From an optimization exercise on the open Yosys and OpenROAD flow, aimed at small area and a short achievable clock period; shortcuts taken in it are not production practice.
In this exercise RTL edits were held to simulation tests only and were not proved equivalent to the original.
Power and IR drop assume default switching activity.

`design/flow/config.mk`:
```
export PLATFORM = sky130hd
export DESIGN_NAME = ws2812b_frame_feeder
export DESIGN_NICKNAME = ws2812b_frame_feeder
export VERILOG_FILES = /design/flow/design.v
export SDC_FILE = /design/flow/constraint.sdc
export NUM_CORES = 4
export LEC_CHECK = 0
export CAP_MARGIN = 20
export CORE_MARGIN = 2
export CORE_UTILIZATION = 40
export SLEW_MARGIN = 20
```
`design/flow/constraint.sdc`:
```
create_clock -name core_clock -period 5.0 [get_ports {clk}]
set_input_delay 1.0000 -clock core_clock [delete_from_list [all_inputs] [get_ports {clk}]]
set_output_delay 1.0000 -clock core_clock [all_outputs]
set_load 0.01 [all_outputs]
```
`design/flow/design.v`:
```
package ws2812b_pkg;
    localparam int COLOR_W = 8;
    localparam int PIXEL_W = 24;
    localparam int CYCLES_SHORT = 4;
    localparam int CYCLES_LONG  = 7;
    localparam int CYCLES_RET   = 500;
    typedef struct packed {
        logic [COLOR_W-1:0] r;
        logic [COLOR_W-1:0] g;
        logic [COLOR_W-1:0] b;
    } rgb_t;
    typedef enum logic [1:0] {
        ST_IDLE,
        ST_FETCH,
        ST_LOAD,
        ST_PRESENT
    } feeder_state_t;
endpackage
import ws2812b_pkg::*;
module ws2812b_pixel_ram
#(
    parameter int LEDCOUNT = 36,
    parameter int ADDR_W   = 6
) (
    input  logic               clk,
    input  logic               i_wr_en,
    input  logic               i_wr_bank,
    input  logic [ADDR_W-1:0]  i_wr_addr,
    input  logic [PIXEL_W-1:0] i_wr_data,
    input  logic               i_rd_en,
    input  logic               i_rd_bank,
    input  logic [ADDR_W-1:0]  i_rd_addr,
    output logic [PIXEL_W-1:0] o_rd_data
);
    localparam int                MEM_AW     = $clog2(2 * LEDCOUNT);
    localparam logic [MEM_AW-1:0] BANK1_BASE = MEM_AW'(LEDCOUNT);
    logic [PIXEL_W-1:0] r_mem [0:2*LEDCOUNT-1];
    logic [PIXEL_W-1:0] r_rd_data;
    logic [MEM_AW-1:0]  w_wr_idx;
    logic [MEM_AW-1:0]  w_rd_idx;
    assign w_wr_idx  = MEM_AW'(i_wr_addr) + (i_wr_bank ? BANK1_BASE : '0);
    assign w_rd_idx  = MEM_AW'(i_rd_addr) + (i_rd_bank ? BANK1_BASE : '0);
    assign o_rd_data = r_rd_data;
    always_ff @(posedge clk) begin
        if (i_wr_en) begin
            r_mem[w_wr_idx] <= i_wr_data;
        end
        if (i_rd_en) begin
            r_rd_data <= r_mem[w_rd_idx];
        end
    end
endmodule
import ws2812b_pkg::*;
module ws2812b_frame_feeder
#(
    parameter int LEDCOUNT = 36,
    parameter int ADDR_W   = 6,
    parameter int FPS_DIV  = 90000
) (
    input  logic               clk,
    input  logic               resetn,
    input  logic               wr_en,
    input  logic [ADDR_W-1:0]  wr_addr,
    input  logic [PIXEL_W-1:0] wr_data,
    input  logic               commit,
    output logic               bitstream_available,
    output logic [PIXEL_W-1:0] bitstream,
    input  logic               bitstream_read,
    output logic               frame_busy,
    output logic               frame_done,
    output logic               commit_pending,
    output logic               frame_overrun
);
    localparam int                 TICK_W      = $clog2(FPS_DIV);
    localparam logic [TICK_W-1:0]  TICK_RELOAD = TICK_W'(FPS_DIV - 1);
    localparam int                 LIMIT_W     = ADDR_W + 1;
    localparam logic [LIMIT_W-1:0] LED_LIMIT   = LIMIT_W'(LEDCOUNT);
    localparam logic [ADDR_W-1:0]  LAST_IDX    = ADDR_W'(LEDCOUNT - 1);
    ws2812b_pkg::feeder_state_t r_state;
    ws2812b_pkg::feeder_state_t w_next_state;
    logic [TICK_W-1:0]  r_tick_cnt;
    logic               r_front;
    logic               r_pending;
    logic [ADDR_W-1:0]  r_index;
    logic               r_avail;
    logic [PIXEL_W-1:0] r_bitstream;
    logic               r_busy;
    logic               r_done;
    logic               r_overrun;
    logic               w_tick;
    logic               w_start;
    logic               w_swap;
    logic               w_rd_en;
    logic               w_load;
    logic               w_take;
    logic               w_last;
    logic               w_drop;
    logic               w_wr_en;
    logic [PIXEL_W-1:0] w_rd_data;
    logic [PIXEL_W-1:0] w_grb;
    assign w_grb = {w_rd_data[15:8], w_rd_data[23:16], w_rd_data[7:0]};
    assign w_tick  = (r_tick_cnt == '0);
    assign w_wr_en = wr_en && ({1'b0, wr_addr} < LED_LIMIT);
    always_ff @(posedge clk) begin
        if (!resetn) begin
            r_tick_cnt <= TICK_RELOAD;
        end else if (w_tick) begin
            r_tick_cnt <= TICK_RELOAD;
        end else begin
            r_tick_cnt <= r_tick_cnt - 1'b1;
        end
    end
    always_ff @(posedge clk) begin
        if (!resetn) begin
            r_state <= ST_IDLE;
        end else begin
            r_state <= w_next_state;
        end
    end
    always_comb begin
        w_next_state = r_state;
        case (r_state)
            ST_IDLE:    if (w_tick) w_next_state = ST_FETCH;
            ST_FETCH:   w_next_state = ST_LOAD;
            ST_LOAD:    w_next_state = ST_PRESENT;
            ST_PRESENT: begin
                if (bitstream_read) begin
                    w_next_state = (r_index == LAST_IDX) ? ST_IDLE : ST_FETCH;
                end
            end
            default:    w_next_state = ST_IDLE;
        endcase
    end
    always_comb begin
        w_start = (r_state == ST_IDLE) && w_tick;
        w_swap  = w_start && (r_pending || commit);
        w_rd_en = (r_state == ST_FETCH);
        w_load  = (r_state == ST_LOAD);
        w_take  = (r_state == ST_PRESENT) && bitstream_read;
        w_last  = w_take && (r_index == LAST_IDX);
        w_drop  = w_tick && (r_state != ST_IDLE);
    end
    always_ff @(posedge clk) begin
        if (!resetn) begin
            r_front     <= 1'b0;
            r_pending   <= 1'b0;
            r_index     <= '0;
            r_avail     <= 1'b0;
            r_bitstream <= '0;
            r_busy      <= 1'b0;
            r_done      <= 1'b0;
            r_overrun   <= 1'b0;
        end else begin
            r_done    <= w_last;
            r_overrun <= w_drop;
            r_pending <= w_swap ? 1'b0 : (r_pending | commit);
            if (w_swap) begin
                r_front <= ~r_front;
            end
            if (w_start) begin
                r_index <= '0;
                r_busy  <= 1'b1;
            end else if (w_last) begin
                r_busy  <= 1'b0;
            end else if (w_take) begin
                r_index <= r_index + 1'b1;
            end
            if (w_load) begin
                r_bitstream <= w_grb;
                r_avail     <= 1'b1;
            end else if (w_take) begin
                r_avail     <= 1'b0;
            end
        end
    end
    ws2812b_pixel_ram #(
        .LEDCOUNT (LEDCOUNT),
        .ADDR_W   (ADDR_W)
    ) u_pixel_ram (
        .clk       (clk),
        .i_wr_en   (w_wr_en),
        .i_wr_bank (~r_front),
        .i_wr_addr (wr_addr),
        .i_wr_data (wr_data),
        .i_rd_en   (w_rd_en),
        .i_rd_bank (r_front),
        .i_rd_addr (r_index),
        .o_rd_data (w_rd_data)
    );
    assign bitstream_available = r_avail;
    assign bitstream           = r_bitstream;
    assign frame_busy          = r_busy;
    assign frame_done          = r_done;
    assign commit_pending      = r_pending;
    assign frame_overrun       = r_overrun;
endmodule
```
`design/flow/run.sh`:
```
#!/bin/bash
# synth_recipe.tcl (not shown) runs the flow's synth.tcl, then flattens the netlist and writes it again
# the make line also repeats each setting of config.mk as NAME=value (left out here)
make -C /OpenROAD-flow-scripts/flow DESIGN_CONFIG=/design/flow/config.mk WORK_HOME=/design/flow/orfs CLKGATE_MAP_FILE= SYNTH_SCRIPT=/design/flow/synth_recipe.tcl finish
```
==> flow_summary.ini <==
[outcome]
status = finished clean

[die]
die_y_um = 420
fp.dieArea_sq_um = 177000
start_util_pct = 40.3
rows = 152
die_w_um = 420
ios = 64
core_region_area_sq_um = 172000

[finish]
areaGrowthSynthToFinish_pct = 15.0
fillerInstances = 14000
nNetsFinal = 3316
drive_above_1_share_pct = 29.4

[placement]
place_congestion = 0.927
hpwl_mm = 99.9
portBuffers = 63

[detailed_routing]
wire_per_inst_um = 28.5
drt-total-wl_mm = 163
dr.pass1.iters = 5
drc = 0
ant_nets = 0
drt_iter0_markers = 3180
vias = 31300
viasPerCell = 5.46

[power]
internal-power_uw = 24200
p_sw_uw = 5890
powerDensity_nw_per_um2 = 378
p_seq_share_pct = 55.2
p_clk_share_pct = 43.5
p_comb_share_pct = 1.2
sw_frac_of_total_pct = 19.6
ir_drop_mv = 0.296
p_leak_uw = 0.0237

[timing]
period_minus_slack_ns = 3.88
post-route-period-util_pct = 77.6
worst_pin_slew_ns = 1.11
max_freq_mhz = 258
rsz0062_at_grt = no
skew_ns = 0.0286
drv_slew = 0
setup_viol = 0
whs_ns = 0.422
timing.slew.headroom_pct = 26.0
tns_ns = 0
hold_viol = 0

[grt]
grt_pass1_wl_mm = 233
grt_overflow = 0
grt_usage_pct = 18.6
grt_max_degree = 73
antenna_found_initial = 15
grt_pass1_vias = 31900

[cts]
tritoncts = done
cts_buffer_depth = 3
clk_pin_slew_worst_paths_ns = 0.06
hold_buffers = 0
cts_buffers = 179
cts_htree_levels = 4
cts-root-buf = clkbuf_16
cts.repair_timing.setup_buffer_count = 0
clkLatencyLatePin_ns = 0.80
cts_resized = 0
clock-sinks = 1807

[yosys]
synthArstFlopShare_pct = 0
synth-edff-count = 1752
syn-cell-area_sq_um = 69300
avgSynthCellArea_sq_um = 23.0
yosys_register_bits = 1807
ys_top_cells_by_area = edfxtp_1 (76%), mux4_2 (16%), mux2i_1 (2.1%)
synth_cells = 3007
yosysTopAreaCell = edfxtp_1
synth_common_cells = edfxtp_1 (1752), mux4_2 (480), mux2i_1 (146)
synth_top_area_share_pct = 76.0
synth_nets = 3057
yosys_warnings = 2
synth.most_common_cell = edfxtp_1
synth_ff_type = edfxtp_1
ys_seq_area_share_pct = 77.5
ys_types = 48

[run]
drv_cap = 0

[critical_path]
cp.required_ns = 5.50
worstPathMaxFanout = 27
crit_path_start_kind = flip-flop
crit_arrival_ns = 4.39
crit_type = reg2reg
crit_path_end_kind = flip-flop

[hold_path]
hp-class = reg2reg
[flip-flops by register name (all words and copies together), names as in the netlist]
name                   flops
r_avail                    1
r_bitstream               24
r_busy                     1
r_done                     1
r_front                    1
r_index                    6
r_overrun                  1
r_pending                  1
r_state                    2
r_tick_cnt                17
u_pixel_ram.r_mem       1728
u_pixel_ram.r_rd_data     24
[cells by family after synthesis]
logic type      Yosys count  synth area share (%)
xor+xnor                 23                 0.302
flops                  1807                  77.5
mux                     626                  17.7
compound gates          142                  1.47
buf+inv                 172                  1.21
fa+ha+maj                15                 0.271
simple gates            222                  1.50
[power by group through the flow]
stage	Sequential, uW	Clock [uW]	Combinational, uW
global route	16600	13900	402
finish	16600	13100	372
CTS	16600	13400	382
detailed placement	16900	0	382
global placement	16900	0	370
floorplan	16900	0	40.8
[through the flow]
step	instance area, sq um	total power, uW	setup slack, ns	std cells	util (%)
global route	79600	30900	0.839	5725	46.4
finish	79600	30100	1.12	5729	46.4
detailed placement	73900	17300	0.745	5395	43.1
CTS	79600	30400	1.03	5725	46.4
global placement	73900	17300	0.780	5395	43.0
floorplan	69300	17000	1.06	3007	-
[worst max-delay path, cell delays in order, from the launching register on]
cell	delay, ns
dfxtp_1	0.67
ha_4	0.67
buf_12	0.29
mux4_2	0.24
mux2i_1	0.15
a22oi_1	0.73
a21oi_1	0.18
a311oi_1	0.59
[path summary, 6_finish.rpt]
path | depth (start not counted) | start | endpoint | slack [ns]
setup / recovery | 7 | r_front | u_pixel_ram.r_rd_data[8] | 1.12
setup reg to reg | 7 | r_front | u_pixel_ram.r_rd_data[8] | 1.12
hold / removal | 1 | r_tick_cnt[0] | r_tick_cnt[0] | 0.42
hold reg to reg | 1 | r_tick_cnt[0] | r_tick_cnt[0] | 0.42
[layout by cell type (no fill, tap or decap), drive strengths merged, types with 10 or more instances in the layout]
cell type      count
edfxtp          1752
mux4             480
clkbuf           239
buf              201
mux2i            146
nor2             123
clkinv            66
dfxtp             55
a22oi             49
clkdlybuf4s50     39
a21oi             30
nand2             26
nor2b             26
a211oi            25
a311oi            24
bufinv            16
inv               16
ha                15
xnor2             12
xor2              11
nand3             10
[final cells by class]
cell class                      count  area (sq um)  area share [%]
Sequential cell                  1807         53700            67.5
Multi-Input combinational cell   1028         15100            19.0
Clock buffer                      239          4790            6.01
Tap cell                         2310          2890            3.63
Timing Repair Buffer              240          2180            2.74
Clock inverter                     91           896            1.13
Inverter                           10          37.5          0.0471
Antenna cell                        4          10.0          0.0126
[layer usage]
layer	vias up	track usage (%)	share of wire [%]
met5	-	0	0
met4	0	6.09	3.2
met3	242	3.24	5.6
met2	924	30.9	50
met1	16800	24.8	41
li1	13300	-	-

-- what the ideal ports hide --
The results above use ideal ports. As a check the final layout listed here was re-extracted and re-timed, cells and wires unchanged.
Step 1 assumes that a clkbuf_16 drives the clock port and a buf_2 every other input.
Step 2 also shifts input and output timing later by t, the mid clock arrival at the registers, as if the neighbouring blocks saw the same clock.
Three values: ideal, step 1, step 2; two values: the first two.
t (ns): 0.862
slack for setup (ns): 1.118 / 1.118 / 0.818
hold slack, ns: 0.422 / 0.422 / 0.422
worst setup path after step 2: input to register
clock arrival spread, ns: 0.040 / 0.040
After both steps this run still meets setup and hold. The setup slack of this run moves by 0.000 ns with the drivers and by -0.300 ns with both steps.
